Source: an optimization exercise on an open RTL-to-GDS flow (aim: small area and a short achievable clock period). Production flows keep margins and buffers that such runs may drop.
In this exercise RTL edits were held to simulation tests only and were not proved equivalent to the original.
No activity file was given, so power comes from the tool's default toggle rates.

--- flow/flow/run.sh ---
#!/bin/bash
# Own layout flow: the standard ORFS flow (standard.sh) with
#  - synthesis as standard.sh runs it, except that ABC maps the logic with a delay-driven
#    'map -D 1000' script (flow/abc_speed.script) in place of ORFS's abc_speed.script; the
#    registers are mapped before ABC runs, so they are the standard synthesis's,
#  - port buffers of a plain buffer cell (buf_2) instead of the default delay-cell choice,
#  - clock tree synthesis with clkbuf_8 clusters of up to 20 sinks and no dummy loads,
#  - a tighter setup-repair target (SETUP_SLACK_MARGIN=7.5 at the design's 11 ns clock).
# Every tool's output goes to the ORFS logs under orfs/logs; make's own output to make.log.
set -euo pipefail
SD="$PWD/orfs_scripts"
rm -rf "$SD"
cp -r "$FLOW_HOME/scripts" "$SD"
cp flow/abc_speed.script "$SD/abc_speed.script"
export SCRIPTS_DIR="$SD"
export BUFFER_PORTS_ARGS="-buffer_cell sky130_fd_sc_hd__buf_2"
export CTS_ARGS="-sink_clustering_enable -repair_clock_nets -buf_list sky130_fd_sc_hd__clkbuf_8 -sink_clustering_size 20 -sink_clustering_max_diameter 60 -dont_use_dummy_load"
bash standard.sh SETUP_SLACK_MARGIN=7.5 finish > make.log 2>&1
--- flow/flow/abc_speed.script ---
strash
dch
map -D 1000
buffer -c
topo
stime -c
upsize -c
dnsize -c
--- flow/standard.sh ---
#!/bin/bash
# synth_recipe.tcl (not shown) runs the flow's synth.tcl, then flattens the netlist and writes it again
# the make line also repeats each setting of config.mk as NAME=value (left out here)
make -C /OpenROAD-flow-scripts/flow DESIGN_CONFIG=/design/flow/config.mk WORK_HOME=/design/flow/orfs CLKGATE_MAP_FILE= SYNTH_SCRIPT=/design/flow/synth_recipe.tcl "${@:-finish}"
--- flow/config.mk ---
export PLATFORM = sky130hd
export DESIGN_NAME = relu_pool2x2
export DESIGN_NICKNAME = relu_pool2x2
export VERILOG_FILES = /design/flow/design.v
export SDC_FILE = /design/flow/constraint.sdc
export NUM_CORES = 4
export LEC_CHECK = 0
export CAP_MARGIN = 20
export CORE_MARGIN = 2
export CORE_UTILIZATION = 65
export SLEW_MARGIN = 20
--- flow/constraint.sdc ---
create_clock -name core_clock -period 11.0 [get_ports {clk}]
set_input_delay 2.2000 -clock core_clock [delete_from_list [all_inputs] [get_ports {clk}]]
set_output_delay 2.2000 -clock core_clock [all_outputs]
set_load 0.01 [all_outputs]
--- flow/design.v ---
module relu_pool2x2 #(
    parameter int DATA_W = 32,
    parameter int MAX_W  = 64,
    parameter int CNT_W  = 10
) (
    input  logic              clk,
    input  logic              rst,
    input  logic              clear,
    input  logic [CNT_W-1:0]  map_w,
    input  logic [CNT_W-1:0]  map_h,
    input  logic              conv_ack,
    input  logic [DATA_W-1:0] conv_r,
    input  logic [DATA_W-1:0] conv_g,
    input  logic [DATA_W-1:0] conv_b,
    output logic [DATA_W-1:0] pool_out,
    output logic              pool_valid,
    output logic              frame_done,
    output logic              cfg_err
);
    localparam int VW = DATA_W - 1;    
    logic [4:0]    wcfg;       
    logic [8:0]    hcfg;       
    logic          w2;         
    logic [4:0]    sec;        
    logic [4:0]    secn;       
    logic [4:0]    cpair;      
    logic          codd;       
    logic [8:0]    rpair;      
    logic          rodd;       
    logic          gh;         
    logic          gt_tail;    
    logic          take;
    logic          cpair_last;
    logic          rpair_last;
    logic          shift;
    logic          cfg_bad;
    assign take       = conv_ack & ~clear & ~cfg_err;
    assign cpair_last = (cpair == wcfg);
    assign rpair_last = (rpair == hcfg);
    assign shift      = take & ~codd;
    assign cfg_bad  = map_w[0] | map_h[0]
                    | (map_w < CNT_W'(2)) | (map_h < CNT_W'(2))
                    | (map_w > CNT_W'(MAX_W));
    logic [VW-1:0] head;       
    logic          gq;         
    logic          sq;         
    logic [VW-1:0] uq;         
    logic [VW-1:0] xq;         
    logic [VW-1:0] tail;
    logic [VW-1:0] q1  [1];
    logic [VW-1:0] q2  [2];
    logic [VW-1:0] q4  [4];
    logic [VW-1:0] q8  [8];
    logic [VW-1:0] q15 [15];
    logic [VW-1:0] m1, m2, m4, m8, m15;
    assign m1  = ({VW{sec[0]}} & q1[0])   | ({VW{secn[0]}} & head);
    assign m2  = ({VW{sec[1]}} & q2[1])   | ({VW{secn[1]}} & m1);
    assign m4  = ({VW{sec[2]}} & q4[3])   | ({VW{secn[2]}} & m2);
    assign m8  = ({VW{sec[3]}} & q8[7])   | ({VW{secn[3]}} & m4);
    assign m15 = ({VW{sec[4]}} & q15[14]) | ({VW{secn[4]}} & m8);
    always_ff @(posedge clk) begin
        gq <= take & gt;
        sq <= sat;
        uq <= u[VW-1:0];
        xq <= take ? x : head;
    end
    assign head = gq ? (uq | {VW{sq}}) : xq;
    always_ff @(posedge clk) begin
        if (shift) begin
            q1[0] <= head;
            q2[0] <= m1;
            q2[1] <= q2[0];
            q4[0] <= m2;
            for (int i = 1; i < 4; i++) q4[i] <= q4[i-1];
            q8[0] <= m4;
            for (int i = 1; i < 8; i++) q8[i] <= q8[i-1];
            q15[0] <= m8;
            for (int i = 1; i < 15; i++) q15[i] <= q15[i-1];
            tail <= m15;
        end
    end
    logic [VW-1:0] x;
    assign x = ({VW{gh}} & head) | ({VW{gt_tail}} & tail);
    logic [31:0] ru, gu, bu, k1, c1;
    logic [32:0] k2, c2, a1, b1, xn;
    logic [33:0] u, v;
    logic        gt;
    logic        sat;
    assign ru = {~conv_r[DATA_W-1], conv_r[DATA_W-2:0]};
    assign gu = {~conv_g[DATA_W-1], conv_g[DATA_W-2:0]};
    assign bu = {~conv_b[DATA_W-1], conv_b[DATA_W-2:0]};
    assign k1 = ru ^ gu ^ bu;
    assign c1 = (ru & gu) | (ru & bu) | (gu & bu);
    assign u  = {2'b00, k1} + {1'b0, c1, 1'b0};
    assign a1 = {1'b0, k1};
    assign b1 = {c1, 1'b0};
    assign xn = {2'b00, ~x};
    assign k2 = a1 ^ b1 ^ xn;
    assign c2 = (a1 & b1) | (a1 & xn) | (b1 & xn);
    assign v  = {1'b0, k2} + {c2, 1'b0};
    assign gt  = v[33];
    assign sat = u[33];
    assign pool_out = {1'b0, head};
    logic [4:0] wnew;
    logic [4:0] snew;
    assign wnew = map_w[5:1] - 5'd1;
    assign snew = (wnew - 5'd1 >= 5'd15) ? {1'b1, 4'(wnew - 5'd16)} : {1'b0, 4'(wnew - 5'd1)};
    always_ff @(posedge clk) begin
        if (clear) begin
            wcfg <= wnew;
            hcfg <= map_h[9:1] - 9'd1;
            w2   <= (wnew == 5'd0);
            sec  <= snew;
            secn <= ~snew;
        end
    end
    always_ff @(posedge clk or posedge rst) begin
        if (rst) begin
            cfg_err <= 1'b1;
        end else if (clear) begin
            cfg_err <= cfg_bad;
        end
    end
    logic codd_n, rodd_n;
    always_comb begin
        codd_n = codd;
        rodd_n = rodd;
        if (clear) begin
            codd_n = 1'b0;
            rodd_n = 1'b0;
        end else if (take) begin
            codd_n = ~codd;
            if (codd && cpair_last) rodd_n = ~rodd;
        end
    end
    always_ff @(posedge clk or posedge rst) begin
        if (rst) begin
            codd    <= 1'b0;
            rodd    <= 1'b0;
            gh      <= 1'b0;
            gt_tail <= 1'b0;
        end else begin
            codd    <= codd_n;
            rodd    <= rodd_n;
            gh      <= codd_n | (rodd_n & w2);
            gt_tail <= ~codd_n & rodd_n & ~w2;
        end
    end
    always_ff @(posedge clk or posedge rst) begin
        if (rst) begin
            cpair <= '0;
            rpair <= '0;
        end else if (clear) begin
            cpair <= '0;
            rpair <= '0;
        end else if (take && codd) begin
            if (cpair_last) begin
                cpair <= '0;
                if (rodd) rpair <= rpair_last ? '0 : rpair + 9'd1;
            end else begin
                cpair <= cpair + 5'd1;
            end
        end
    end
    always_ff @(posedge clk or posedge rst) begin
        if (rst) begin
            pool_valid <= 1'b0;
            frame_done <= 1'b0;
        end else begin
            pool_valid <= take & codd & rodd;
            frame_done <= take & codd & rodd & cpair_last & rpair_last;
        end
    end
endmodule
==> results of run 1 <==
[worst register-to-register path: cells and delay by family, from the launching register on]
kind / cells / cell delay, ns
adder cells (fa/ha/maj): 2 / 0.82
buffers and inverters: 11 / 1.36
flip-flops: 1 / 0.38
AO/OA/AOI/OAI: 6 / 1.07
AND/OR/NAND/NOR: 2 / 0.28
[through the flow]
step           hold WS [ns]  setup slack, ns
2_1_floorplan         0.400             1.22
3_3_place_gp          0.401             5.02
3_5_place_dp          0.405             4.84
4_1_cts               0.389             6.90
5_1_grt               0.379             6.75
6_report              0.377             6.80
[per-layer routing]
layer / up-vias / track usage [%] / share of wire [%]
met3: 131 / 4.50 / 5.5
met5: - / 0 / 0.017
met1: 9925 / 35.0 / 45
met2: 537 / 37.4 / 47
li1: 8938 / - / -
met4: 2 / 7.25 / 2.9
[Yosys cell counts (all sizes together), types with 2 or more instances]
| master | number |
|---|---|
| edfxtp | 986 |
| inv | 224 |
| nand2 | 208 |
| o21ai | 128 |
| a21oi | 72 |
| ha | 71 |
| dfxtp | 64 |
| fa | 63 |
| a22o | 62 |
| nor2 | 50 |
| a22oi | 46 |
| clkbuf | 43 |
| o22ai | 31 |
| xor2 | 25 |
| xnor2 | 22 |
| nand3 | 21 |
| dfrtp | 20 |
| o21a | 18 |
| nand4 | 16 |
| buf | 14 |
| nor3 | 11 |
| a21o | 7 |
| o21bai | 7 |
| nor4 | 6 |
| or2 | 6 |
| nor3b | 4 |
| o211ai | 4 |
| o221ai | 4 |
| a211oi | 3 |
| a221oi | 3 |
| a31oi | 3 |
| and2 | 2 |
| o31ai | 2 |
[cell families after synthesis]
group	share of synthesized area (%)
flip-flops	79.5
AO/OA/AOI/OAI	7.54
AND/OR/NAND/NOR	3.54
buffers and inverters	2.82
adder cells (fa/ha/maj)	5.44
XOR/XNOR	1.11
other	0.00949
[worst max-delay path by stage]
stage	from	endpoint	slack (ns)
after floorplan	clear	q15[0][0]	1.22
final	conv_r[19]	gq	6.80
after global routing	conv_r[19]	gq	6.75
after global placement	clear	q8[7][5]	5.02
after CTS	conv_r[19]	gq	6.90
after detailed placement	clear	q8[7][5]	4.84
[registers in the layout (all words and copies together), names as in the netlist, 9 cells and up]
register,cells
rpair,9
hcfg,9
q1,31
q2,62
uq,31
q8,248
q15,465
q4,124
tail,31
xq,31
[area by class of cell]
| type | instances | area [um2] |
|---|---|---|
| flip-flops and latches | 1071 | 31400 |
| diodes | 2 | 5.00 |
| fillers | 3490 | 15100 |
| well taps | 782 | 978 |
| inverters | 224 | 882 |
| clock buffers | 67 | 922 |
| multi-input cells | 909 | 8070 |
| repair buffers | 326 | 2820 |
[power by group through the flow]
| stage | Combinational (W) | Clock, W | Sequential, W |
|---|---|---|---|
| after floorplan | 0.000638 | 0 | 0.00467 |
| after global placement | 0.000939 | 0 | 0.00468 |
| after detailed placement | 0.000958 | 0 | 0.00468 |
| after CTS | 0.00122 | 0.00172 | 0.00462 |
| after global routing | 0.00144 | 0.00184 | 0.00463 |
| final | 0.00133 | 0.00166 | 0.00462 |
[timing repair]
| action | CTS | global route |
|---|---|---|
| resized for setup | 228 | 61 |
| buffers inserted | 99 | 44 |
| pin swaps | 72 | 44 |
| setup endpoints to repair | 1033 | 595 |
| cloned | 12 | 0 |
==> out/results.txt, run 1 <==
status -> timing/DRC/antenna clean
Worst path top cell family by delay -> adder cells
layout cells sized above 1 -> 26.0%
Final Max Slew Viols -> 0
combinational power share -> 17.5%
Clock Sinks -> 1,071
CTS Root Cell -> clkbuf_8
r2r endpoint -> gq
min cycle time layout -> 4.20 ns
crit-path cells -> buf_6, fa_1, inv_1, fa_1, inv_1, ha_1, and2_4, a221oi_4, o221ai_2, a211oi_2, a21oi_1
commonest non-fill, non-tap cell in the layout -> edfxtp_1
final period utilization -> 38.2%
Worst-Skew Late Latency -> 0.69 ns
HP Class -> reg -> reg
initial antenna violation count -> 3
first-pass GRT wire length -> 111,000 um
internal power -> 0.00570 W
post-synth top area cell -> edfxtp_1
WHS Endpoint -> q2[1][19]
# H-tree levels -> 3
Final Util -> 74.9%
Reg power frac -> 60.8%
IR drop worst, VDD -> 0.129 mV
port bufs -> 153
design area -> 45,100 um2
DRT Wirelength -> 75,100 um
overall power -> 0.00761 W
Area Overhead vs Synth -> 14.2%
RSZ-0062 raised after global routing -> yes
Hold Buf Count CTS -> 0
Die Span Y -> 251 um
Worst Skew -> 0.0710 ns
Synth Flop Type -> edfxtp_1
overall routing resource usage -> 23.9%
Max-slew headroom -> 41.8%
top cells by area, synth -> edfxtp_1 75%, dfxtp_1 3.2%, fa_1 3.2%
CP max FO -> 2
DRT Pass-1 Iters -> 5
worst hold path depth -> 0
FMAX -> 0.238 GHz
via density per instance -> 5.78
pwr dens -> 169 nW/um2
Crit-path slowest cell -> fa_1
Reg clk slew, reported paths -> 0.11 ns
Area after DPL -> 41,500 um2
FF-to-FF path depth -> 21
Final HPWL DP -> 41,900 um
area of the die -> 62,800 um2
total number of vias -> 19,500
crit path DAT -> 4.69 ns
yosys warns -> 6
Synth top area share -> 75.0%
gr ovfl total -> 0
Fin. Hold Viols -> 0
sequential share of the synthesized area -> 79.5%
Post-Synthesis Net Count -> 2,510
Hold Startpoint -> q2[0][19]
vias in the first global route -> 19,100
final setup fails -> 0
width of the die -> 251 um
CP Class -> in -> reg
Cell Rows -> 90
Switching Power -> 0.00190 W
CTS buffer count -> 67
largest net degree at the start of global routing -> 159
Mapped Area -> 39,500 um2
DRC -> 0
reg-to-reg critical path startpoint -> gq
First DRT Iteration DRCs -> 1,729
GP Congestion -> 0.882
Post-Syn Area per Cell -> 17.5 um2
DP Cell Count -> 3,157
Critical Path Stages -> 11
FFs w/ async S/R, synth -> 1.96%
Initial Utilization -> 65.6%
Core Footprint -> 60,200 um2
Cells after Synth -> 2,256
TritonCTS clock tree -> built
Max-Cap Viols -> 0
WL/cell -> 22.2 um
most frequent cells in the layout -> 986 x edfxtp_1, 196 x nand2_1, 171 x inv_1
critical path's largest stage delay -> 0.59 ns
Worst Path Buf+Inv -> 3
TNS Setup -> 0 ns
count of unique library cells instantiated by Yosys -> 62
EDFF count, synth -> 986
flops & latches, synth -> 1,071
CTS Buffer Depth -> 3
Startpoint Class -> primary input
CP required -> 11.49 ns
Detail Route Antenna Nets -> 0
non-filler cells, final -> 3,381
fin nets -> 2,853
switch share -> 25.0%
Clock Power Share -> 21.8%
reg2reg setup slack -> 7.02 ns
slew at the pin closest to its max-slew limit -> 0.871 ns
P_leak -> 15.9 nW
crit path capture type -> flip-flop
IO Count -> 155
==> inputs of run 2 (changes only) <==
--- a/flow/design.v
+++ b/flow/design.v
@@ -135,20 +135,10 @@
     end
-    always_ff @(posedge clk or posedge rst) begin
-        if (rst) begin
-            codd    <= 1'b0;
-            rodd    <= 1'b0;
-            gh      <= 1'b0;
-            gt_tail <= 1'b0;
-        end else begin
-            codd    <= codd_n;
-            rodd    <= rodd_n;
-            gh      <= codd_n | (rodd_n & w2);
-            gt_tail <= ~codd_n & rodd_n & ~w2;
-        end
+    always_ff @(posedge clk) begin
+        codd    <= codd_n;
+        rodd    <= rodd_n;
+        gh      <= codd_n | (rodd_n & w2);
+        gt_tail <= ~codd_n & rodd_n & ~w2;
     end
-    always_ff @(posedge clk or posedge rst) begin
-        if (rst) begin
-            cpair <= '0;
-            rpair <= '0;
-        end else if (clear) begin
+    always_ff @(posedge clk) begin
+        if (clear) begin
             cpair <= '0;
==> flow/flow/run.sh (replaced) <==
#!/bin/bash
# Own layout flow: the standard ORFS flow (standard.sh) with
#  - synthesis as standard.sh runs it, except that adders are not extracted into the
#    library's full/half-adder cells (ADDER_MAP_FILE empty) and ABC maps the logic with a
#    delay-driven 'map -D 1000' script (flow/abc_speed.script) in place of ORFS's
#    abc_speed.script; the registers are mapped before ABC runs, so they are the standard
#    synthesis's,
#  - port buffers of a plain buffer cell (buf_2) instead of the default delay-cell choice,
#  - clock tree synthesis with clkbuf_8 clusters of up to 16 sinks within 50 um and no
#    dummy loads,
#  - a tighter setup-repair target (SETUP_SLACK_MARGIN=7 at the design's 11 ns clock).
# Every tool's output goes to the ORFS logs under orfs/logs; make's own output to make.log.
set -euo pipefail
SD="$PWD/orfs_scripts"
rm -rf "$SD"
cp -r "$FLOW_HOME/scripts" "$SD"
cp flow/abc_speed.script "$SD/abc_speed.script"
export SCRIPTS_DIR="$SD"
export BUFFER_PORTS_ARGS="-buffer_cell sky130_fd_sc_hd__buf_2"
export CTS_ARGS="-sink_clustering_enable -repair_clock_nets -buf_list sky130_fd_sc_hd__clkbuf_8 -sink_clustering_size 16 -sink_clustering_max_diameter 50 -dont_use_dummy_load"
bash standard.sh ADDER_MAP_FILE= SETUP_SLACK_MARGIN=7 finish > make.log 2>&1
==> out/results.txt, run 2 <==
crit path DAT -> 1.85 ns
Synth Flop Type -> edfxtp_1
area of the multi-input gates -> 9020 um2
FF/Latch Area -> 31,300 um2
Area after DPL -> 42,800 um2
P_leak -> 16.1 nW
Clock Sinks -> 1,071
most frequent cells in the layout -> 986 x edfxtp_1, 447 x nand2_1, 196 x o21ai_0
Fin. Hold Viols -> 0
critical path's largest stage delay -> 0.39 ns
Mapped Area -> 41,000 um2
CP Class -> reg -> out
CP max FO -> 6
CTS Root Cell -> clkbuf_8
DRT Wirelength -> 88,800 um
pwr dens -> 164 nW/um2
via density per instance -> 6.00
Cell Rows -> 92
IR drop worst, VDD -> 0.147 mV
Final HPWL DP -> 55,300 um
DRT Pass-1 Iters -> 6
Post-Syn Area per Cell -> 13.9 um2
count of unique library cells instantiated by Yosys -> 77
commonest cells in the netlist -> 986 x edfxtp_1, 467 x nand2_1, 216 x inv_1
width of the die -> 255 um
CTS Buffer Depth -> 3
Top reg by flops -> q15
First DRT Iteration DRCs -> 2,945
FMAX -> 0.247 GHz
max reg flops -> 465
Filler cells -> 4,065
Max-slew headroom -> 42.1%
first-pass GRT wire length -> 130,000 um
Core Footprint -> 62,700 um2
Synth top area share -> 72.2%
HP Class -> reg -> reg
commonest non-fill, non-tap cell in the layout -> edfxtp_1
fin nets -> 3,355
Detail Route Antenna Nets -> 0
top cells by area, synth -> edfxtp_1 72%, nand2_1 4.3%, dfxtp_1 4.0%
# H-tree levels -> 3
FFs w/ async S/R, synth -> 0.280%
final period utilization -> 36.8%
crit-path cells -> buf_6, buf_12, buf_16, o22a_4, buf_6
crit path from -> gq
Final Max Slew Viols -> 0
GP Congestion -> 0.947
TNS Setup -> 0 ns
Hold Buf Count CTS -> 0
area of the die -> 65,100 um2
vias in the first global route -> 22,800
count leader, synth -> edfxtp_1
crit path capture type -> output pin
overall routing resource usage -> 27.0%
Max-Cap Viols -> 0
final setup fails -> 0
slew at the pin closest to its max-slew limit -> 0.868 ns
overall power -> 0.00748 W
RSZ-0062 raised after global routing -> yes
reg-to-reg critical path startpoint -> gq
Die Span Y -> 255 um
post-synth top area cell -> edfxtp_1
Post-Synthesis Net Count -> 3,061
Area Overhead vs Synth -> 11.4%
initial antenna violation count -> 8
Top Registers -> q15: 465 flops, q8: 248 flops, q4: 124 flops
Worst Path Buf+Inv -> 4
layout cells sized above 1 -> 16.8%
port bufs -> 153
total number of vias -> 24,500
CP most frequent cell -> buf_6
Worst-Skew Late Latency -> 0.71 ns
CP required -> 8.80 ns
Reg clk slew, reported paths -> 0.09 ns
Worst Setup EP -> pool_out[30]
TritonCTS clock tree -> built
design area -> 45,700 um2
IO Count -> 155
Initial Utilization -> 65.4%
CTS buffer count -> 92
Worst Skew -> 0.109 ns
yosys warns -> 6
reg2reg setup slack -> 7.61 ns
r2r endpoint -> tail[2]
flops & latches, synth -> 1,071
Startpoint Class -> flip-flop
sequential share of the synthesized area -> 76.4%
Crit-path slowest cell -> dfxtp_4
Worst path top cell family by delay -> buffers and inverters
Critical Path Stages -> 5
WL/cell -> 21.8 um
DRC -> 0
gr ovfl total -> 0
EDFF count, synth -> 986
Cells after Synth -> 2,941
largest net degree at the start of global routing -> 128
FF-to-FF path depth -> 10
min cycle time layout -> 4.05 ns
status -> timing/DRC/antenna clean
run 2: per-layer routing:
| metal | vias up | part of all wire (%) | GRT usage, % |
|---|---|---|---|
| met5 | - | 0.015 | 0 |
| met4 | 2 | 3.2 | 9.36 |
| met3 | 185 | 7.0 | 4.22 |
| met2 | 953 | 45 | 41.3 |
| met1 | 12000 | 45 | 40.1 |
| li1 | 11400 | - | - |
run 2: how the worst min path moves through the flow:
stage                          start     endpoint  slack (ns)  depth (start not counted)
after CTS                   q8[2][9]     q8[3][9]        0.36                          0
after global routing        q8[1][0]     q8[2][0]        0.37                          0
after global placement    q15[8][17]   q15[9][17]        0.40                          0
after detailed placement  q15[9][19]  q15[10][19]        0.40                          0
after floorplan            q15[9][0]   q15[10][0]        0.40                          0
final                       q8[2][9]     q8[3][9]        0.37                          0
run 2: cell families (layout without fill, tap and decap cells):
logic type	count (synthesis)	after routing	synth area share [%]
flip-flops	1071	1071	76.4
other	1	6	0.00914
buffers and inverters	275	564	2.71
AO/OA/AOI/OAI	618	618	10.0
AND/OR/NAND/NOR	950	953	10.3
XOR/XNOR	26	26	0.555
run 2: power by group:
part	leakage, nW	internal, W	switching (W)	total (W)
registers	9.62	0.00450	0.0000515	0.00455
logic	5.87	0.000391	0.000652	0.00104
clock network	0.662	0.000744	0.00114	0.00188
total	16.1	0.00564	0.00184	0.00748
run 2: timing repair:
item / 4_1_cts / 5_1_grt
buffers inserted: 52 / 14
cloned: 13 / 3
setup endpoints to repair: 849 / 390
pin swaps: 31 / 19
gates resized for setup: 126 / 51
run 2: through the flow:
step | hold slack (ns) | setup WS (ns) | util [%] | instances
5_1_grt | 0.370 | 6.83 | 72.8 | 4084
6_report | 0.368 | 6.95 | 72.8 | 4084
2_1_floorplan | 0.400 | -6.11 | - | 2941
3_5_place_dp | 0.405 | 5.42 | 68.2 | 3905
3_3_place_gp | 0.400 | 5.48 | 68.2 | 3905
4_1_cts | 0.364 | 6.94 | 72.2 | 4062
run 2: final cells by class:
type,count,share of cell area (%)
Antenna cell,5,0.0274
Multi-Input combinational cell,1598,19.7
Inverter,220,1.84
Timing Repair Buffer,252,4.73
Tap cell,846,2.32
Sequential cell,1071,68.6
Clock buffer,92,2.77
==> inputs of run 3 (changes only) <==
--- a/flow/flow/run.sh
+++ b/flow/flow/run.sh
@@ -4,3 +4,3 @@
 #    library's full/half-adder cells (ADDER_MAP_FILE empty) and ABC maps the logic with a
-#    delay-driven 'map -D 1000' script (flow/abc_speed.script) in place of ORFS's
+#    delay-driven 'map -D 2000' script (flow/abc_speed.script) in place of ORFS's
 #    abc_speed.script; the registers are mapped before ABC runs, so they are the standard
==> flow/flow/abc_speed.script (replaced) <==
strash
dch
map -D 2000
buffer -c
topo
stime -c
upsize -c
dnsize -c
==> out/results.txt, run 3 <==
Final HPWL DP -> 44,300 um
RSZ-0062 raised after global routing -> yes
P_leak -> 15.4 nW
commonest non-fill, non-tap cell in the layout -> edfxtp_1
Worst path top cell family by delay -> simple AND/OR/NAND/NOR gates
r2r endpoint -> gq
Post-Synth Simple-Gate Area -> 6.99%
Hold Buf Count CTS -> 0
sequential share of the synthesized area -> 80.4%
crit-path cells -> buf_2, or2_1, nand2_2, xor2_4, nor2_4, nor2_4, xor2_2, a2bb2oi_2, nand2_1, or3_4, a211oi_4, o2111ai_1, a21oi_1
final setup fails -> 0
Area Overhead vs Synth -> 11.3%
Detail Route Antenna Nets -> 0
DRT Pass-1 Iters -> 6
status -> timing/DRC/antenna clean
mux contribution to synthesized area -> 0%
commonest cells in the netlist -> 986 x edfxtp_1, 344 x nand2_1, 271 x inv_1
top cells by area, synth -> edfxtp_1 76%, dfxtp_1 4.2%, nand2_1 3.3%
combinational power share -> 11.0%
pwr dens -> 166 nW/um2
Max-slew headroom -> 44.2%
Synth Flop Type -> edfxtp_1
Synth Area in Compound Gates -> 7.44%
port bufs -> 153
area of the die -> 61,900 um2
CTS Root Cell -> clkbuf_8
width of the die -> 249 um
count of unique library cells instantiated by Yosys -> 73
largest net degree at the start of global routing -> 110
Reg clk slew, reported paths -> 0.09 ns
IO Count -> 155
Synth top area share -> 76.0%
TritonCTS clock tree -> built
Cells after Synth -> 2,591
DRC -> 0
design area -> 43,400 um2
CP max FO -> 4
First DRT Iteration DRCs -> 1,992
Worst Skew -> 0.110 ns
vias in the first global route -> 19,900
fin nets -> 2,976
# H-tree levels -> 3
CP most frequent cell -> nor2_4
Hold Startpoint -> q8[1][0]
initial antenna violation count -> 3
reg-to-reg critical path startpoint -> gh
switch share -> 23.4%
gr ovfl total -> 0
most frequent cells in the layout -> 986 x edfxtp_1, 334 x nand2_1, 254 x inv_1
Area after DPL -> 40,700 um2
crit path capture type -> flip-flop
Max-Cap Viols -> 0
post-synth top area cell -> edfxtp_1
Filler cells -> 3,568
Reg power frac -> 63.5%
Post-Synthesis Net Count -> 2,711
first-pass GRT wire length -> 109,000 um
DRT Wirelength -> 74,400 um
Worst-Skew Late Latency -> 0.72 ns
internal power -> 0.00550 W
HP Class -> reg -> reg
via density per instance -> 5.72
Clock Sinks -> 1,071
WL/cell -> 20.5 um
flops & latches, synth -> 1,071
Core Footprint -> 59,100 um2
WHS Endpoint -> q8[2][0]
Synth Area in XOR/XNOR -> 1.73%
Final Max Slew Viols -> 0
yosys warns -> 6
Mapped Area -> 38,900 um2
Top reg by flops -> q15
FMAX -> 0.247 GHz
FFs w/ async S/R, synth -> 0.280%
overall routing resource usage -> 23.2%
reg2reg setup slack -> 7.82 ns
Initial Utilization -> 65.9%
adder-cell share of the synthesized area -> 0.0546%
EDFF count, synth -> 986
Post-Syn Area per Cell -> 15.0 um2
total number of vias -> 20,800
CP Class -> in -> reg
FF-to-FF path depth -> 11
count leader, synth -> edfxtp_1
Top Registers -> q15: 465 flops, q8: 248 flops, q4: 124 flops
IR drop worst, VDD -> 0.131 mV
Fin. Hold Viols -> 0
CTS buffer count -> 87
Worst Path Buf+Inv -> 1
CTS Buffer Depth -> 3
overall power -> 0.00718 W
Die Span Y -> 249 um
min cycle time layout -> 4.05 ns
layout cells sized above 1 -> 17.9%
Cell Rows -> 89
final period utilization -> 36.8%
crit path DAT -> 4.59 ns
GP Congestion -> 0.904
slew at the pin closest to its max-slew limit -> 0.836 ns
worst hold path depth -> 0
Crit-path slowest cell -> or3_4
largest family of logic cells by synthesized area -> compound AO/OA/AOI/OAI gates
Clock Power Share -> 25.5%
CP required -> 11.54 ns
critical path's largest stage delay -> 0.39 ns
Switching Power -> 0.00168 W
Startpoint Class -> primary input
max reg flops -> 465
==> run 3: changes by cell type after synthesis, moves of 13 or more <==
cell | before | now
nand3_1 | 165 | 26
nand2_1 | 467 | 344
inv_1 | 216 | 271
nor2_1 | 147 | 193
o21ai_1 | 55 | 13
o21ai_0 | 198 | 165
xor2_1 | 18 | 50
nand4_1 | 27 | 4
a21o_1 | 20 | 3
xnor2_1 | 8 | 23
a21oi_2 | 17 | 4
a22oi_2 | 1 | 14
inv_2 | 3 | 16
nor3_1 | 38 | 25
==> run 3: area by class of cell <==
type                            instances  area, um2  area share [%]
Antenna cell                            2       5.00          0.0115
Clock buffer                           87       1200            2.76
Inverter                              290       1090            2.52
Multi-Input combinational cell       1182       7040            16.2
Sequential cell                      1071      31300            72.3
Tap cell                              773        967            2.23
Timing Repair Buffer                  224       1720            3.97
==> run 3: power groups by stage <==
stage / Clock [W] / Combinational [W] / Sequential (W)
2_1_floorplan: 0 / 0.000442 / 0.00462
3_3_place_gp: 0 / 0.000656 / 0.00462
3_5_place_dp: 0 / 0.000674 / 0.00462
4_1_cts: 0.00189 / 0.000695 / 0.00454
5_1_grt: 0.00203 / 0.000859 / 0.00457
6_report: 0.00183 / 0.000788 / 0.00456
==> run 3: logic make-up (layout without fill, tap and decap cells) <==
family / after synthesis / count (layout)
xor gates and xnor gates: 75 / 75
other: 1 / 3
and+or+nand+nor: 650 / 651
DFF: 1071 / 1071
buffers and inverters: 339 / 601
adders and majority gates: 2 / 2
AOI/OAI and AO/OA: 453 / 453
==> run 3: repair_timing <==
item,4_1_cts,5_1_grt
endpoints found under the hold margin,0,0
gates resized for setup,60,118
pin swaps,2,24
endpoints found under the setup margin,868,808
buffers inserted,0,40
cloned,6,6
==> run 3: worst max-delay path by stage <==
stage / start / to / slack, ns / cells after the start
after detailed placement: clear / q15[3][21] / 5.67 / 7
after floorplan: clear / q15[0][0] / -6.23 / 5
final: conv_r[15] / gq / 6.95 / 13
after global routing: conv_g[28] / gq / 6.84 / 16
after CTS: gq / pool_out[21] / 6.87 / 5
after global placement: clear / q15[5][18] / 5.76 / 7
==> run 3: stage by stage <==
step / util [%] / cells / setup WS, ns / hold slack (ns) / TNS (ns)
final: 73.3 / 3629 / 6.95 / 0.368 / 0
after global routing: 73.3 / 3628 / 6.84 / 0.366 / 0
after CTS: 71.7 / 3581 / 6.87 / 0.365 / 0
after detailed placement: 68.9 / 3488 / 5.67 / 0.405 / 0
after global placement: 68.9 / 3488 / 5.76 / 0.400 / 0
after floorplan: - / 2591 / -6.23 / 0.400 / -5991.42
==> run 3: metal layers <==
metal,part of all wire [%],vias up,global-route usage (%)
li1,-,9707,-
met1,43,10200,33.9
met2,47,746,36.0
met3,7.2,155,4.56
met4,2.8,0,7.53
met5,0,-,0
==> inputs of run 4 (changes only) <==
--- a/flow/flow/run.sh
+++ b/flow/flow/run.sh
@@ -4,3 +4,3 @@
 #    library's full/half-adder cells (ADDER_MAP_FILE empty) and ABC maps the logic with a
-#    delay-driven 'map -D 2000' script (flow/abc_speed.script) in place of ORFS's
+#    delay-driven 'map -D 1500' script (flow/abc_speed.script) in place of ORFS's
 #    abc_speed.script; the registers are mapped before ABC runs, so they are the standard
==> flow/flow/abc_speed.script (replaced) <==
strash
dch
map -D 1500
buffer -c
topo
stime -c
upsize -c
dnsize -c
==> out/results.txt, run 4 <==
status -> timing/DRC/antenna clean
crit path capture type -> output pin
dpl ws -> 5.39 ns
switch share -> 24.0%
HP Class -> reg -> reg
FF/Latch Area -> 31,300 um2
WL met2 -> 37,300 um
fin nets -> 3,104
Cells after Synth -> 2,737
gr ovfl total -> 0
IO Count -> 155
met1 WL -> 34,600 um
commonest non-fill, non-tap cell in the layout -> edfxtp_1
Worst Skew -> 0.122 ns
Mapped Area -> 39,400 um2
Top Metal Used -> met4
DRT Pass-1 Iters -> 5
Hold Buf Count CTS -> 0
Worst-Skew Late Latency -> 0.71 ns
DRT Wirelength -> 79,300 um
Initial Utilization -> 65.5%
commonest cells in the netlist -> 986 x edfxtp_1, 483 x nand2_1, 252 x inv_1
IR drop worst, VDD -> 0.126 mV
Die Span Y -> 250 um
RSZ-0062 raised after global routing -> yes
final setup fails -> 0
flops & latches, synth -> 1,071
Startpoint Class -> flip-flop
max reg flops -> 465
initial antenna violation count -> 2
Area after DPL -> 41,200 um2
internal power -> 0.00554 W
Reg power frac -> 62.8%
count leader, synth -> edfxtp_1
area of the die -> 62,600 um2
post-synth top area cell -> edfxtp_1
CTS buffer count -> 90
Synth Flop Type -> edfxtp_1
FFs w/ async S/R, synth -> 0.280%
yosys warns -> 6
Switching Power -> 0.00175 W
Final HPWL DP -> 48,800 um
GP Congestion -> 0.928
WL/cell -> 21.1 um
count of unique library cells instantiated by Yosys -> 60
slew at the pin closest to its max-slew limit -> 1.08 ns
min cycle time layout -> 4.10 ns
total number of vias -> 22,000
layout cells sized above 1 -> 14.3%
P_leak -> 15.4 nW
Clock Power Share -> 25.6%
Core Footprint -> 60,100 um2
crit path DAT -> 1.90 ns
Post-Synthesis Net Count -> 2,857
Fin. Hold Viols -> 0
CTS Root Cell -> clkbuf_8
CTS Buffer Depth -> 3
Final Max Slew Viols -> 0
first-pass GRT wire length -> 118,000 um
First DRT Iteration DRCs -> 2,060
vias in the first global route -> 21,000
overall routing resource usage -> 25.0%
Synth top area share -> 75.2%
sequential share of the synthesized area -> 79.5%
DR WL met3 -> 4800 um
pwr dens -> 168 nW/um2
CP required -> 8.80 ns
via density per instance -> 5.84
port bufs -> 153
final period utilization -> 37.3%
CP max FO -> 13
CP Class -> reg -> out
TritonCTS clock tree -> built
Cell Rows -> 90
Max-Cap Viols -> 0
# H-tree levels -> 3
width of the die -> 250 um
Clock Sinks -> 1,071
Top reg by flops -> q15
FMAX -> 0.244 GHz
Reg clk slew, reported paths -> 0.09 ns
Max-slew headroom -> 27.8%
area of the multi-input gates -> 7450 um2
Filler cells -> 3,832
Detail Route Antenna Nets -> 0
Top Registers -> q15: 465 flops, q8: 248 flops, q4: 124 flops
largest net degree at the start of global routing -> 241
most frequent cells in the layout -> 986 x edfxtp_1, 481 x nand2_1, 224 x inv_1
fin worst setup slack -> 6.90 ns
design area -> 43,400 um2
EDFF count, synth -> 986
Area Overhead vs Synth -> 10.3%
top cells by area, synth -> edfxtp_1 75%, nand2_1 4.6%, dfxtp_1 4.2%
Post-Syn Area per Cell -> 14.4 um2
DRC -> 0
combinational power share -> 11.6%
-- run 4: changes by cell type in the layout (fill, tap and decap cells not counted), moves of 10 or more --
| cell | previous run | this run |
|---|---|---|
| a21oi_1 | 82 | 70 |
| buf_4 | 52 | 35 |
| inv_1 | 254 | 224 |
| nand2_1 | 334 | 481 |
| nand2_2 | 15 | 0 |
| nand3_1 | 21 | 42 |
| nand3b_1 | 2 | 12 |
| nand4_1 | 4 | 20 |
| nor2_1 | 179 | 166 |
| o21ai_1 | 13 | 54 |
| xnor2_1 | 21 | 6 |
| xor2_1 | 46 | 64 |
-- run 4: final timing paths --
check                      depth (start not counted)   startpoint      endpoint  slack (ns)
max                                                5           gq  pool_out[27]        6.90
min                                                0  q15[11][15]   q15[12][15]        0.34
max reg2reg                                       11           gh            gq        7.38
min reg2reg                                        0  q15[11][15]   q15[12][15]        0.34
max in group asynchronous                          2          rst       cfg_err        9.37
min in group asynchronous                          2          rst    pool_valid        1.37
-- run 4: timing repair --
action                                  CTS  global route
endpoints found under the setup margin  322           351
cloned                                    3             2
pin swaps                                 8            12
gates resized for setup                  62           100
buffers inserted                          8            15
-- run 4: layer usage --
layer / vias to the layer above / global-route usage [%]
li1: 10200 / -
met1: 10900 / 36.8
met2: 764 / 39.4
met3: 148 / 3.18
met4: 0 / 8.74
met5: - / 0
-- run 4: cell type report --
type | instances | share of cell area [%]
sequential | 1071 | 72.1
multi-input combinational | 1360 | 17.1
timing repair buffer | 203 | 3.38
clock buffer | 90 | 2.85
tap | 782 | 2.25
inverter | 258 | 2.23
antenna | 2 | 0.0115
-- run 4: power groups by stage --
| stage | registers (W) | logic [W] | clock network (W) |
|---|---|---|---|
| after CTS | 0.00456 | 0.000762 | 0.00193 |
| after global routing | 0.00458 | 0.000924 | 0.00206 |
| after detailed placement | 0.00463 | 0.000726 | 0 |
| final | 0.00458 | 0.000846 | 0.00187 |
| after global placement | 0.00463 | 0.000710 | 0 |
| after floorplan | 0.00462 | 0.000460 | 0 |
-- run 4: logic make-up (layout without fill, tap and decap cells) --
kind of cell	Yosys count	count (layout)	synth area share, %
AO/OA/AOI/OAI	486	486	7.52
XOR/XNOR	70	70	1.56
adder cells (fa/ha/maj)	1	1	0.0286
buffers and inverters	306	551	2.96
flip-flops	1071	1071	79.5
other	1	3	0.00952
AND/OR/NAND/NOR	802	802	8.40
-- run 4: through the flow --
| step | TNS, ns | util, % | hold slack [ns] | cells | total power, W |
|---|---|---|---|---|---|
| floorplan | -5878.84 | - | 0.400 | 2737 | 0.00508 |
| global placement | 0 | 68.4 | 0.400 | 3645 | 0.00534 |
| detailed placement | 0 | 68.4 | 0.405 | 3645 | 0.00536 |
| CTS | 0 | 71.2 | 0.335 | 3746 | 0.00725 |
| global route | 0 | 72.2 | 0.350 | 3766 | 0.00756 |
| finish | 0 | 72.2 | 0.344 | 3766 | 0.00729 |
-- run 4: critical path, cell delays in order, from the launching register on --
cell     delay (ns)
dfxtp_4        0.46
nand2_8        0.12
buf_12         0.20
o22ai_4        0.18
inv_2          0.11
buf_2          0.15
==> inputs of run 5 (changes only) <==
--- a/flow/design.v
+++ b/flow/design.v
@@ -45,2 +45,3 @@
     logic          gq;         
+    logic          gq_o;       
     logic          sq;         
@@ -62,2 +63,3 @@
         gq <= take & gt;
+        gq_o <= take & codd & rodd & gt;
         sq <= sat;
@@ -102,3 +104,3 @@
     assign sat = u[33];
-    assign pool_out = {1'b0, head};
+    assign pool_out = {1'b0, gq_o ? (uq | {VW{sq}}) : xq};
     logic [4:0] wnew;
==> out/results.txt, run 5 <==
Top Registers -> q15: 465 flops, q8: 248 flops, q4: 124 flops
first-pass GRT wire length -> 119,000 um
largest family of logic cells by synthesized area -> simple AND/OR/NAND/NOR gates
top cells by area, synth -> edfxtp_1 74%, nand2_1 5.1%, dfxtp_1 4.2%
CP required -> 11.57 ns
DRC -> 0
overall routing resource usage -> 24.9%
CP Class -> in -> reg
GP Congestion -> 0.938
# H-tree levels -> 3
crit path capture type -> flip-flop
max reg flops -> 465
Top reg by flops -> q15
hold_ws -> 0.363 ns
Mapped Area -> 40,000 um2
count leader, synth -> edfxtp_1
Die Span Y -> 252 um
Clock Sinks -> 1,072
Final Max Slew Viols -> 0
DP Cell Count -> 3,753
Worst Skew -> 0.0866 ns
Worst-Skew Late Latency -> 0.69 ns
commonest cells in the netlist -> 986 x edfxtp_1, 545 x nand2_1, 266 x inv_1
crit path DAT -> 4.53 ns
First DRT Iteration DRCs -> 2,381
Post-Synthesis Net Count -> 2,978
CTS Buffer Depth -> 3
Area after DPL -> 41,700 um2
total number of vias -> 22,400
flops & latches, synth -> 1,072
Synth Area in Compound Gates -> 8.12%
IO Count -> 155
Cells after Synth -> 2,858
RSZ-0062 raised after global routing -> yes
status -> timing/DRC/antenna clean
final period utilization -> 36.1%
DRT Wirelength -> 79,200 um
Final Util -> 72.1%
EDFF count, synth -> 986
WL/cell -> 20.5 um
Startpoint Class -> primary input
P_leak -> 15.9 nW
Detail Route Antenna Nets -> 0
Synth Flop Type -> edfxtp_1
design area -> 43,700 um2
sequential share of the synthesized area -> 78.4%
Crit-path slowest cell -> o31ai_4
Synth Area in XOR/XNOR -> 1.69%
pwr dens -> 164 nW/um2
Synth top area share -> 74.1%
area of the die -> 63,500 um2
Area Overhead vs Synth -> 9.28%
Initial Utilization -> 66.0%
Max-slew headroom -> 45.9%
CP most frequent cell -> nand2_1
initial antenna violation count -> 5
yosys warns -> 6
count of unique library cells instantiated by Yosys -> 56
most frequent cells in the layout -> 986 x edfxtp_1, 535 x nand2_1, 263 x inv_1
adder-cell share of the synthesized area -> 0%
HP Class -> reg -> reg
IR drop worst, VDD -> 0.166 mV
FMAX -> 0.252 GHz
non-filler cells, final -> 3,865
slew at the pin closest to its max-slew limit -> 0.812 ns
mux contribution to synthesized area -> 0%
layout cells sized above 1 -> 13.7%
min cycle time layout -> 3.97 ns
largest net degree at the start of global routing -> 113
CTS buffer count -> 87
fin nets -> 3,204
critical path's largest stage delay -> 0.35 ns
Cell Rows -> 90
CTS Root Cell -> clkbuf_8
Fin. Hold Viols -> 0
DRT Pass-1 Iters -> 7
port bufs -> 153
crit-path cells -> buf_2, or2_4, nand2_1, nand2_1, nand4_1, nand4_1, o221ai_4, a21oi_4, o31ai_4, nand2_2, buf_4, nand2_1, xor2_1
final setup fails -> 0
Post-Synth Simple-Gate Area -> 8.64%
width of the die -> 252 um
TritonCTS clock tree -> built
Reg clk slew, reported paths -> 0.09 ns
post-synth top area cell -> edfxtp_1
vias in the first global route -> 21,300
FFs w/ async S/R, synth -> 0.280%
Post-Syn Area per Cell -> 14.0 um2
via density per instance -> 5.81
CP max FO -> 6
Filler cells -> 3,826
gr ovfl total -> 0
Final HPWL DP -> 51,700 um
Core Footprint -> 60,600 um2
commonest non-fill, non-tap cell in the layout -> edfxtp_1
Max-Cap Viols -> 0
-- run 5: final cells by class --
| type | count | area (um2) | area share (%) |
|---|---|---|---|
| Sequential cell | 1072 | 31400 | 71.7 |
| Timing Repair Buffer | 197 | 1410 | 3.22 |
| Inverter | 266 | 998 | 2.29 |
| Clock buffer | 87 | 1200 | 2.74 |
| Antenna cell | 1 | 2.50 | 0.00573 |
| Tap cell | 782 | 978 | 2.24 |
| Multi-Input combinational cell | 1460 | 7760 | 17.8 |
-- run 5: critical path, delay by kind of cell --
kind / cells / cell delay (ns)
simple gates: 7 / 1.07
compound gates: 3 / 0.72
buf+inv: 2 / 0.28
xor+xnor: 1 / 0.26
-- run 5: per-stage QoR --
stage	power (W)	setup slack, ns	setup TNS (ns)
after detailed placement	0.00537	5.02	0
after CTS	0.00718	6.83	0
after global placement	0.00536	5.14	0
after floorplan	0.00509	-6.20	-5961.99
final	0.00717	7.03	0
after global routing	0.00745	6.92	0
-- run 5: cells by family (layout without fill, tap and decap cells) --
logic type      after synthesis  after routing
flops                      1072           1072
xor+xnor                     77             77
other cells                   1              2
simple gates                844            845
buf+inv                     327            550
compound gates              537            537
-- run 5: report_power, final --
part	internal (W)	leakage, nW	switching [W]	total (W)
logic	0.000251	5.66	0.000565	0.000816
registers	0.00450	9.63	0.0000355	0.00454
clock network	0.000706	0.626	0.00111	0.00182
total	0.00546	15.9	0.00171	0.00717
-- run 5: timing repair --
action | 4_1_cts | 5_1_grt
endpoints found under the setup margin | 981 | 47
gates cloned | 7 | 2
hold endpoints to repair | 0 | 0
pin swaps | 3 | 16
gates resized for setup | 36 | 106
setup buffers | 1 | 14
hold buffers | 0 | 0
-- run 5: worst paths after layout --
path	startpoint	endpoint	slack (ns)	depth (start not counted)
setup / recovery	conv_g[2]	uq[12]	7.03	13
hold / removal	q4[0][16]	q4[1][16]	0.36	0
setup reg to reg	gq	gq	7.88	11
hold reg to reg	q4[0][16]	q4[1][16]	0.36	0
max in group asynchronous	rst	cfg_err	9.42	2
min in group asynchronous	rst	frame_done	1.41	2
-- run 5: per-layer routing --
metal	share of wire [%]	global-route usage, %	vias to the layer above
li1	-	-	10600
met1	45	37.3	11000
met2	47	39.2	785
met3	6.5	3.94	103
met4	1.9	6.24	2
met5	0.016	0	-
==> inputs of run 6 (changes only) <==
--- a/flow/design.v
+++ b/flow/design.v
@@ -45,3 +45,2 @@
     logic          gq;         
-    logic          gq_o;       
     logic          sq;         
@@ -63,3 +62,2 @@
         gq <= take & gt;
-        gq_o <= take & codd & rodd & gt;
         sq <= sat;
@@ -104,3 +102,3 @@
     assign sat = u[33];
-    assign pool_out = {1'b0, gq_o ? (uq | {VW{sq}}) : xq};
+    assign pool_out = {1'b0, head};
     logic [4:0] wnew;
--- a/flow/flow/run.sh
+++ b/flow/flow/run.sh
@@ -10,3 +10,3 @@
 #    dummy loads,
-#  - a tighter setup-repair target (SETUP_SLACK_MARGIN=7 at the design's 11 ns clock).
+#  - a tighter setup-repair target (SETUP_SLACK_MARGIN=6.5 at the design's 11 ns clock).
 # Every tool's output goes to the ORFS logs under orfs/logs; make's own output to make.log.
@@ -20,2 +20,2 @@
 export CTS_ARGS="-sink_clustering_enable -repair_clock_nets -buf_list sky130_fd_sc_hd__clkbuf_8 -sink_clustering_size 16 -sink_clustering_max_diameter 50 -dont_use_dummy_load"
-bash standard.sh ADDER_MAP_FILE= SETUP_SLACK_MARGIN=7 finish > make.log 2>&1
+bash standard.sh ADDER_MAP_FILE= SETUP_SLACK_MARGIN=6.5 finish > make.log 2>&1
==> out/results.txt, run 6 <==
status -> timing/DRC/antenna clean
final period utilization -> 39.5%
Area Overhead vs Synth -> 7.95%
port bufs -> 153
DRT Pass-1 Iters -> 5
Top reg by flops -> q15
Cell Rows -> 90
crit path DAT -> 2.15 ns
Initial Utilization -> 65.5%
TritonCTS clock tree -> built
GP Congestion -> 0.928
sequential share of the synthesized area -> 79.5%
initial antenna violation count -> 2
flops & latches, synth -> 1,071
fin nets -> 3,077
reg-to-reg critical path startpoint -> gh
Post-Syn Area per Cell -> 14.4 um2
Filler cells -> 3,928
FF/Latch Area -> 31,300 um2
Final Max Slew Viols -> 0
CTS Buffer Depth -> 3
FF-to-FF path depth -> 10
gr ovfl total -> 0
crit path from -> gq
hold_ws -> 0.350 ns
largest net degree at the start of global routing -> 241
pwr dens -> 168 nW/um2
most frequent cells in the layout -> 986 x edfxtp_1, 481 x nand2_1, 250 x inv_1
WL/cell -> 20.6 um
Synth Flop Type -> edfxtp_1
Die Span Y -> 250 um
Final HPWL DP -> 48,800 um
DP Cell Count -> 3,645
count leader, synth -> edfxtp_1
top cells by area, synth -> edfxtp_1 75%, nand2_1 4.6%, dfxtp_1 4.2%
min cycle time layout -> 4.35 ns
Detail Route Antenna Nets -> 0
Hold Buf Count CTS -> 0
slew at the pin closest to its max-slew limit -> 1.08 ns
layout cells sized above 1 -> 11.1%
First DRT Iteration DRCs -> 2,097
non-filler cells, final -> 3,739
width of the die -> 250 um
Mapped Area -> 39,400 um2
Core Footprint -> 60,100 um2
crit path capture type -> output pin
count of unique library cells instantiated by Yosys -> 60
IO Count -> 155
M1 GR Usage -> 36.6%
CTS buffer count -> 90
Worst-Skew Late Latency -> 0.71 ns
IR drop worst, VDD -> 0.124 mV
DRT Wirelength -> 77,200 um
Cells after Synth -> 2,737
vias in the first global route -> 20,900
FMAX -> 0.230 GHz
area of the die -> 62,600 um2
Max-slew headroom -> 28.0%
r2r endpoint -> gq
routing usage on met3 -> 3.43%
yosys warns -> 6
worst hold path depth -> 0
P_leak -> 15.1 nW
Reg clk slew, reported paths -> 0.09 ns
reg2reg setup slack -> 7.44 ns
Worst Skew -> 0.122 ns
CTS Root Cell -> clkbuf_8
CP required -> 8.80 ns
area of the multi-input gates -> 6960 um2
Worst Setup EP -> pool_out[18]
global route hottest layer -> met2
first-pass GRT wire length -> 117,000 um
EDFF count, synth -> 986
RSZ-0062 raised after global routing -> no
Max-Cap Viols -> 0
Top Registers -> q15: 465 flops, q8: 248 flops, q4: 124 flops
CP Class -> reg -> out
met2 Track Usage GR -> 38.8%
# Post-CTS Setup Buffers -> 0
DRC -> 0
post-synth top area cell -> edfxtp_1
Synth top area share -> 75.2%
HP Class -> reg -> reg
# H-tree levels -> 3
Post-Synthesis Net Count -> 2,857
max reg flops -> 465
total number of vias -> 21,700
Fin. Hold Viols -> 0
final setup fails -> 0
via density per instance -> 5.81
Clock Sinks -> 1,071
overall routing resource usage -> 24.7%
Startpoint Class -> flip-flop
FFs w/ async S/R, synth -> 0.280%
CP max FO -> 25
commonest non-fill, non-tap cell in the layout -> edfxtp_1
overall power -> 0.00715 W
commonest cells in the netlist -> 986 x edfxtp_1, 483 x nand2_1, 252 x inv_1
-- run 6: cell types whose count changed after synthesis, sizes merged, moves of 7 or more --
cell	delta
inv	-8
nor2	+15
o21ai	-72
a21oi	+15
a22oi	-21
o22ai	+30
nor3	+7
buf	-7
nand2	-63
-- run 6: critical path, cell delays in order, from the launching register on --
cell and delay (ns):
dfxtp_1 0.36, nand2_2 0.17, buf_6 0.25, o22ai_1 0.33
inv_1 0.18, buf_2 0.18
-- run 6: power breakdown --
part | switching (W) | internal [W]
Clock | 0.00114 | 0.000729
Combinational | 0.000512 | 0.000228
Sequential | 0.0000402 | 0.00451
Total | 0.00169 | 0.00546
-- run 6: kinds of logic after synthesis --
| logic type | synth area share [%] |
|---|---|
| xor+xnor | 1.56 |
| buf+inv | 2.96 |
| flops | 79.5 |
| fa+ha+maj | 0.0286 |
| other cells | 0.00952 |
| compound gates | 7.52 |
| simple gates | 8.40 |
-- run 6: metrics by stage --
stage / setup WS [ns] / utilization [%] / TNS (ns) / cell area, um2
final: 6.65 / 70.7 / 0 / 42500
after global routing: 6.57 / 70.7 / 0 / 42500
after CTS: 6.50 / 70.6 / 0 / 42400
after detailed placement: 5.39 / 68.4 / 0 / 41200
after global placement: 5.52 / 68.4 / 0 / 41200
after floorplan: -6.12 / - / -5878.84 / 39400
-- run 6: worst min-delay path by stage --
stage | from | end
2_1_floorplan | q15[9][0] | q15[10][0]
3_3_place_gp | q4[2][10] | q4[3][10]
3_5_place_dp | q15[9][3] | q15[10][3]
4_1_cts | q15[11][15] | q15[12][15]
5_1_grt | q15[0][25] | q15[1][25]
6_report | q15[11][15] | q15[12][15]
-- run 6: layer usage --
layer | part of all wire, % | vias to the layer above
met5 | 0 | -
met4 | 2.8 | 0
met3 | 6.1 | 127
met2 | 47 | 711
met1 | 44 | 10700
li1 | - | 10200
-- run 6: what timing repair did --
action / 4_1_cts / 5_1_grt
pin swaps: 0 / 0
resized for setup: 8 / 5
hold endpoints to repair: 0 / 0
setup endpoints to repair: 270 / 270
cloned: 0 / 1
-- run 6: final cells by class --
class | instances | share of cell area, %
Antenna cell | 2 | 0.0118
Clock buffer | 90 | 2.91
Inverter | 258 | 2.28
Multi-Input combinational cell | 1360 | 16.4
Sequential cell | 1071 | 73.7
Tap cell | 782 | 2.30
Timing Repair Buffer | 176 | 2.45
==> inputs of run 7 (changes only) <==
--- a/flow/flow/run.sh
+++ b/flow/flow/run.sh
@@ -10,3 +10,3 @@
 #    dummy loads,
-#  - a tighter setup-repair target (SETUP_SLACK_MARGIN=6.5 at the design's 11 ns clock).
+#  - a tighter setup-repair target (SETUP_SLACK_MARGIN=7.25 at the design's 11 ns clock).
 # Every tool's output goes to the ORFS logs under orfs/logs; make's own output to make.log.
@@ -20,2 +20,2 @@
 export CTS_ARGS="-sink_clustering_enable -repair_clock_nets -buf_list sky130_fd_sc_hd__clkbuf_8 -sink_clustering_size 16 -sink_clustering_max_diameter 50 -dont_use_dummy_load"
-bash standard.sh ADDER_MAP_FILE= SETUP_SLACK_MARGIN=6.5 finish > make.log 2>&1
+bash standard.sh ADDER_MAP_FILE= SETUP_SLACK_MARGIN=7.25 finish > make.log 2>&1
==> out/results.txt, run 7 <==
DRT Pass-1 Iters -> 6
design area -> 44,800 um2
first-pass GRT wire length -> 120,000 um
Cell Rows -> 90
sequential share of the synthesized area -> 79.5%
CTS Root Cell -> clkbuf_8
port bufs -> 153
gr ovfl total -> 0
Filler cells -> 3,709
Area Overhead vs Synth -> 13.6%
Initial Utilization -> 65.5%
Mapped Area -> 39,400 um2
CTS Buffer Depth -> 3
slew at the pin closest to its max-slew limit -> 0.897 ns
Final HPWL DP -> 48,000 um
CP max FO -> 6
Clock Sinks -> 1,071
largest net degree at the start of global routing -> 113
status -> timing/DRC/antenna clean
Synth top area share -> 75.2%
FF/Latch Area -> 31,300 um2
First DRT Iteration DRCs -> 2,165
Area after DPL -> 41,400 um2
Detail Route Antenna Nets -> 0
flops & latches, synth -> 1,071
RSZ-0062 raised after global routing -> yes
Final Util -> 74.4%
WHS Endpoint -> q15[1][24]
DRC -> 0
TritonCTS clock tree -> built
r2r endpoint -> gq
count leader, synth -> edfxtp_1
CP required -> 8.80 ns
crit path capture type -> output pin
vias in the first global route -> 21,400
Post-Syn Area per Cell -> 14.4 um2
worst hold path depth -> 0
min cycle time layout -> 3.99 ns
Cells after Synth -> 2,737
max reg flops -> 465
fin nets -> 3,172
via density per instance -> 5.76
GP Congestion -> 0.935
Startpoint Class -> flip-flop
pwr dens -> 166 nW/um2
initial antenna violation count -> 1
Synth Flop Type -> edfxtp_1
reg-to-reg critical path startpoint -> sq
Worst Skew -> 0.124 ns
Max-slew headroom -> 40.2%
Worst-Skew Late Latency -> 0.71 ns
layout cells sized above 1 -> 19.9%
FFs w/ async S/R, synth -> 0.280%
top cells by area, synth -> edfxtp_1 75%, nand2_1 4.6%, dfxtp_1 4.2%
EDFF count, synth -> 986
P_leak -> 15.9 nW
total number of vias -> 22,100
crit path DAT -> 1.79 ns
yosys warns -> 6
Top Registers -> q15: 465 flops, q8: 248 flops, q4: 124 flops
area of the die -> 62,600 um2
IO Count -> 155
commonest non-fill, non-tap cell in the layout -> edfxtp_1
DRT Wirelength -> 79,800 um
Final Max Slew Viols -> 0
crit path from -> sq
# H-tree levels -> 3
Reg clk slew, reported paths -> 0.09 ns
IR drop worst, VDD -> 0.116 mV
most frequent cells in the layout -> 986 x edfxtp_1, 457 x nand2_1, 224 x inv_1
Top reg by flops -> q15
CP Class -> reg -> out
FF-to-FF path depth -> 27
overall routing resource usage -> 25.4%
area of the multi-input gates -> 8020 um2
final period utilization -> 36.3%
FMAX -> 0.251 GHz
commonest cells in the netlist -> 986 x edfxtp_1, 483 x nand2_1, 252 x inv_1
width of the die -> 250 um
post-synth top area cell -> edfxtp_1
Hold Startpoint -> q15[0][24]
final setup fails -> 0
Core Footprint -> 60,100 um2
Die Span Y -> 250 um
Max-Cap Viols -> 0
WL/cell -> 20.8 um
count of unique library cells instantiated by Yosys -> 60
reg2reg setup slack -> 7.08 ns
Post-Synthesis Net Count -> 2,857
Fin. Hold Viols -> 0
CTS buffer count -> 89
HP Class -> reg -> reg
==> run 7: critical path, stage by stage (launching register included) <==
cell and delay, ns:
dfxtp_2 0.33, inv_4 0.07, nand2_8 0.08, buf_6 0.14, buf_12 0.14, o22ai_4 0.19
inv_2 0.09, buf_6 0.13
==> run 7: what timing repair did <==
item                       4_1_cts  5_1_grt
buffers inserted                35       51
hold buffers                     0        0
gates cloned                    10        1
gates resized for setup        131      142
setup endpoints to repair      988       57
pin swaps                       20       72
==> run 7: area by class of cell <==
cell class	count	area share (%)
clock buffer	89	2.74
antenna	1	0.00559
tap	782	2.19
timing repair buffer	271	4.96
multi-input combinational	1361	17.9
sequential	1071	70.0
inverter	258	2.19
==> run 7: kinds of logic after synthesis <==
group | share of synthesized area (%)
xor gates and xnor gates | 1.56
buffers and inverters | 2.96
other | 0.00952
AOI/OAI and AO/OA | 7.52
DFF | 79.5
and+or+nand+nor | 8.40
adders and majority gates | 0.0286
==> run 7: power breakdown <==
group | internal, W | switching (W)
clock network | 0.000722 | 0.00114
logic | 0.000408 | 0.000595
registers | 0.00451 | 0.0000716
total | 0.00564 | 0.00180
==> run 7: stage by stage <==
stage,TNS (ns),hold WS [ns],power (W),instances,setup slack [ns]
detailed placement,0,0.405,0.00538,3646,5.22
finish,0,0.348,0.00744,3833,7.01
floorplan,-5878.84,0.400,0.00510,2737,-6.12
CTS,0,0.345,0.00735,3780,6.99
global placement,0,0.400,0.00535,3646,5.35
global route,0,0.348,0.00771,3833,6.93
==> run 7: worst max path at each step <==
stage                        end  depth (start not counted)
floorplan              q15[0][0]                          4
global placement      q15[13][2]                          6
detailed placement    q15[10][2]                          6
CTS                 pool_out[16]                          6
global route                  gq                         27
finish              pool_out[18]                          7
==> run 7: layer usage <==
metal	vias to the layer above	track usage [%]	share of wire, %
met4	0	6.83	2.7
met3	135	4.07	6.3
met1	10900	37.1	43
met5	-	0	0
li1	10400	-	-
met2	713	40.7	48
==> inputs of run 8 (changes only) <==
--- a/flow/flow/run.sh
+++ b/flow/flow/run.sh
@@ -4,3 +4,3 @@
 #    library's full/half-adder cells (ADDER_MAP_FILE empty) and ABC maps the logic with a
-#    delay-driven 'map -D 1500' script (flow/abc_speed.script) in place of ORFS's
+#    delay-driven 'map -D 1000' script (flow/abc_speed.script) in place of ORFS's
 #    abc_speed.script; the registers are mapped before ABC runs, so they are the standard
@@ -10,3 +10,3 @@
 #    dummy loads,
-#  - a tighter setup-repair target (SETUP_SLACK_MARGIN=7.25 at the design's 11 ns clock).
+#  - a tighter setup-repair target (SETUP_SLACK_MARGIN=7.5 at the design's 11 ns clock).
 # Every tool's output goes to the ORFS logs under orfs/logs; make's own output to make.log.
@@ -20,2 +20,2 @@
 export CTS_ARGS="-sink_clustering_enable -repair_clock_nets -buf_list sky130_fd_sc_hd__clkbuf_8 -sink_clustering_size 16 -sink_clustering_max_diameter 50 -dont_use_dummy_load"
-bash standard.sh ADDER_MAP_FILE= SETUP_SLACK_MARGIN=7.25 finish > make.log 2>&1
+bash standard.sh ADDER_MAP_FILE= SETUP_SLACK_MARGIN=7.5 finish > make.log 2>&1
==> flow/flow/abc_speed.script (replaced) <==
strash
dch
map -D 1000
buffer -c
topo
stime -c
upsize -c
dnsize -c
==> out/results.txt, run 8 <==
commonest non-fill, non-tap cell in the layout -> edfxtp_1
Die Span Y -> 255 um
Switching Power -> 0.00196 W
IR drop worst, VDD -> 0.127 mV
via density per instance -> 6.08
Max-Cap Viols -> 0
Core Footprint -> 62,700 um2
non-filler cells, final -> 4,179
switch share -> 25.6%
overall routing resource usage -> 27.6%
Detail Route Antenna Nets -> 0
Post-Syn Area per Cell -> 13.9 um2
Cells after Synth -> 2,941
CTS buffer count -> 91
Clock Sinks -> 1,071
max reg flops -> 465
min cycle time layout -> 4.08 ns
FMAX -> 0.245 GHz
Startpoint Class -> flip-flop
crit-path cells -> clkbuf_16, or2_4, o21ai_4, inv_2, buf_2
gr ovfl total -> 0
post-synth top area cell -> edfxtp_1
flops & latches, synth -> 1,071
overall power -> 0.00766 W
Top reg by flops -> q15
Worst path top cell family by delay -> buffers and inverters
CP Class -> reg -> out
layout cells sized above 1 -> 28.4%
IO Count -> 155
Hold Buf Count CTS -> 0
fin nets -> 3,449
CTS Root Cell -> clkbuf_8
RSZ-0062 raised after global routing -> yes
Mapped Area -> 41,000 um2
first-pass GRT wire length -> 133,000 um
DRC -> 0
most frequent cells in the layout -> 986 x edfxtp_1, 373 x nand2_1, 182 x inv_1
largest family of logic cells by synthesized area -> simple AND/OR/NAND/NOR gates
Synth Flop Type -> edfxtp_1
Post-Synthesis Net Count -> 3,061
P_leak -> 17.1 nW
Worst Skew -> 0.0814 ns
largest net degree at the start of global routing -> 110
adder-cell share of the synthesized area -> 0%
DP Cell Count -> 3,904
commonest cells in the netlist -> 986 x edfxtp_1, 467 x nand2_1, 216 x inv_1
pwr dens -> 158 nW/um2
Synth Area in Compound Gates -> 10.0%
Area Overhead vs Synth -> 18.6%
FF/Latch Area -> 31,300 um2
CP max FO -> 12
critical path's largest stage delay -> 0.40 ns
TritonCTS clock tree -> built
DRT Wirelength -> 94,500 um
CP required -> 8.80 ns
total number of vias -> 25,400
Fin. Hold Viols -> 0
Max-slew headroom -> 40.1%
HP Class -> reg -> reg
Synth Area in XOR/XNOR -> 0.555%
final setup fails -> 0
TNS Setup -> 0 ns
FFs w/ async S/R, synth -> 0.280%
crit path capture type -> output pin
status -> timing/DRC/antenna clean
Final Max Slew Viols -> 0
Worst Path Buf+Inv -> 3
Cell Rows -> 92
area of the multi-input gates -> 11,200 um2
EDFF count, synth -> 986
Top Registers -> q15: 465 flops, q8: 248 flops, q4: 124 flops
First DRT Iteration DRCs -> 2,670
count leader, synth -> edfxtp_1
# H-tree levels -> 3
yosys warns -> 6
area of the die -> 65,100 um2
crit path DAT -> 1.88 ns
Worst-Skew Late Latency -> 0.71 ns
Post-Synth Simple-Gate Area -> 10.3%
GP Congestion -> 0.933
Synth top area share -> 72.2%
mux contribution to synthesized area -> 0%
Reg power frac -> 59.4%
Clock Power Share -> 24.6%
top cells by area, synth -> edfxtp_1 72%, nand2_1 4.3%, dfxtp_1 4.0%
slew at the pin closest to its max-slew limit -> 0.888 ns
DRT Pass-1 Iters -> 9
internal power -> 0.00570 W
width of the die -> 255 um
Crit-path slowest cell -> dfxtp_4
final period utilization -> 37.1%
combinational power share -> 15.9%
count of unique library cells instantiated by Yosys -> 77
initial antenna violation count -> 5
Final HPWL DP -> 55,900 um
Filler cells -> 3,598
port bufs -> 153
WL/cell -> 22.6 um
vias in the first global route -> 23,300
Final Util -> 77.5%
Initial Utilization -> 65.4%
Reg clk slew, reported paths -> 0.09 ns
CTS Buffer Depth -> 3
sequential share of the synthesized area -> 76.4%
-- run 8: cell types whose count changed in the layout (fill, tap and decap cells not counted), sizes merged, moves of 11 or more --
cell	delta
buf	+67
a32oi	+11
inv	-40
a21o	+12
nand3	+130
and3	+11
a31oi	+12
a21oi	+27
o21ai	+35
xor2	-46
nor2	-20
nor3	+14
-- run 8: worst paths after layout --
path	from	end	slack (ns)	cells after the start
setup / recovery	gq	pool_out[28]	6.92	5
hold / removal	q4[1][12]	q4[2][12]	0.38	0
setup reg to reg	gq	tail[16]	7.91	11
hold reg to reg	q4[1][12]	q4[2][12]	0.38	0
max in group asynchronous	rst	cfg_err	9.41	2
min in group asynchronous	rst	frame_done	1.38	2
-- run 8: power by group through the flow --
stage	registers, W	logic, W	clock network (W)
final	0.00455	0.00122	0.00189
after global routing	0.00456	0.00130	0.00206
after CTS	0.00455	0.000984	0.00193
after detailed placement	0.00463	0.000878	0
after global placement	0.00463	0.000862	0
after floorplan	0.00463	0.000564	0
-- run 8: cells by family after synthesis --
group                     after synthesis
buffers and inverters                 275
other                                   1
xor gates and xnor gates               26
DFF                                  1071
and+or+nand+nor                       950
AOI/OAI and AO/OA                     618
-- run 8: per-layer routing --
metal / up-vias / share of wire, % / wire [um] / track usage (%)
met4: 0 / 4.1 / 3840 / 11.2
met3: 244 / 7.1 / 6670 / 3.56
li1: 11600 / - / - / -
met2: 1100 / 47 / 44000 / 43.1
met5: - / 0 / 0 / 0
met1: 12500 / 42 / 40000 / 40.3
-- run 8: stage by stage --
step / hold slack [ns] / worst slack, ns / cell area (um2)
5_1_grt: 0.384 / 6.88 / 48600
6_report: 0.382 / 6.92 / 48600
2_1_floorplan: 0.400 / -6.11 / 41500
3_3_place_gp: 0.401 / 5.45 / 43300
3_5_place_dp: 0.405 / 5.27 / 43300
4_1_cts: 0.385 / 6.87 / 46100
-- run 8: layout make-up --
class / instances / area share, %
Sequential cell: 1071 / 64.4
Multi-Input combinational cell: 1599 / 23.0
Timing Repair Buffer: 346 / 6.02
Clock buffer: 91 / 2.58
Tap cell: 846 / 2.18
Inverter: 220 / 1.73
Antenna cell: 6 / 0.0309
-- run 8: worst reg2reg max path, stage by stage, from the launching register on --
cell and delay [ns]:
dfxtp_4 0.40, buf_8 0.15, buf_12 0.13, nand2_8 0.11
o22ai_4 0.09, buf_4 0.14, buf_4 0.14, o21ai_0 0.50
a22oi_1 0.22, o21ai_0 0.42, a22oi_1 0.19, o21ai_0 0.39
-- run 8: timing repair --
action,CTS,global route
hold endpoints to repair,0,0
setup endpoints to repair,1034,61
gates resized for setup,190,399
pin swaps,52,184
gates cloned,15,3
setup buffers,53,107

[what the ideal ports hide]
The flow's constraints put no driver on any port. The routed layouts listed below were extracted and timed again, unchanged, in two steps. Step 1: set_driving_cell puts a clkbuf_16 on clk and a buf_2 on each other input, an assumption about the parent block. Step 2 moves the port delays by t, midway between the first and last clock arrival at a register: inputs arrive t later, outputs are due t later. That takes back most of the time a late clock gives input paths. Three values: ideal ports, drivers, drivers and shift; two values: the first two.
run | t (ns) | slack for setup (ns) | hold slack, ns | worst slew at a driven data input, ns
run 1 | 0.718 | 6.800 / 6.828 / 6.110 | 0.377 / 0.377 / 0.377 | 0.07
run 2 | 0.721 | 6.951 / 6.890 / 6.348 | 0.368 / 0.368 / 0.368 | 0.09
run 3 | 0.721 | 6.951 / 6.945 / 6.269 | 0.368 / 0.368 / 0.368 | 0.07
run 4 | 0.710 | 6.899 / 6.838 / 6.365 | 0.344 / 0.344 / 0.344 | 0.10
run 5 | 0.720 | 7.033 / 6.976 / 6.352 | 0.363 / 0.363 / 0.363 | 0.06
run 6 | 0.712 | 6.650 / 6.590 / 6.033 | 0.350 / 0.350 / 0.350 | 0.11
run 7 | 0.714 | 7.012 / 6.948 / 6.469 | 0.348 / 0.348 / 0.348 | 0.06
run 8 | 0.732 | 6.920 / 6.855 / 6.688 | 0.382 / 0.382 / 0.382 | 0.09
After both steps every run listed still meets setup and hold. For run 1, which loses most, drivers alone change the setup slack by +0.028 ns; drivers and shift together by -0.690 ns.
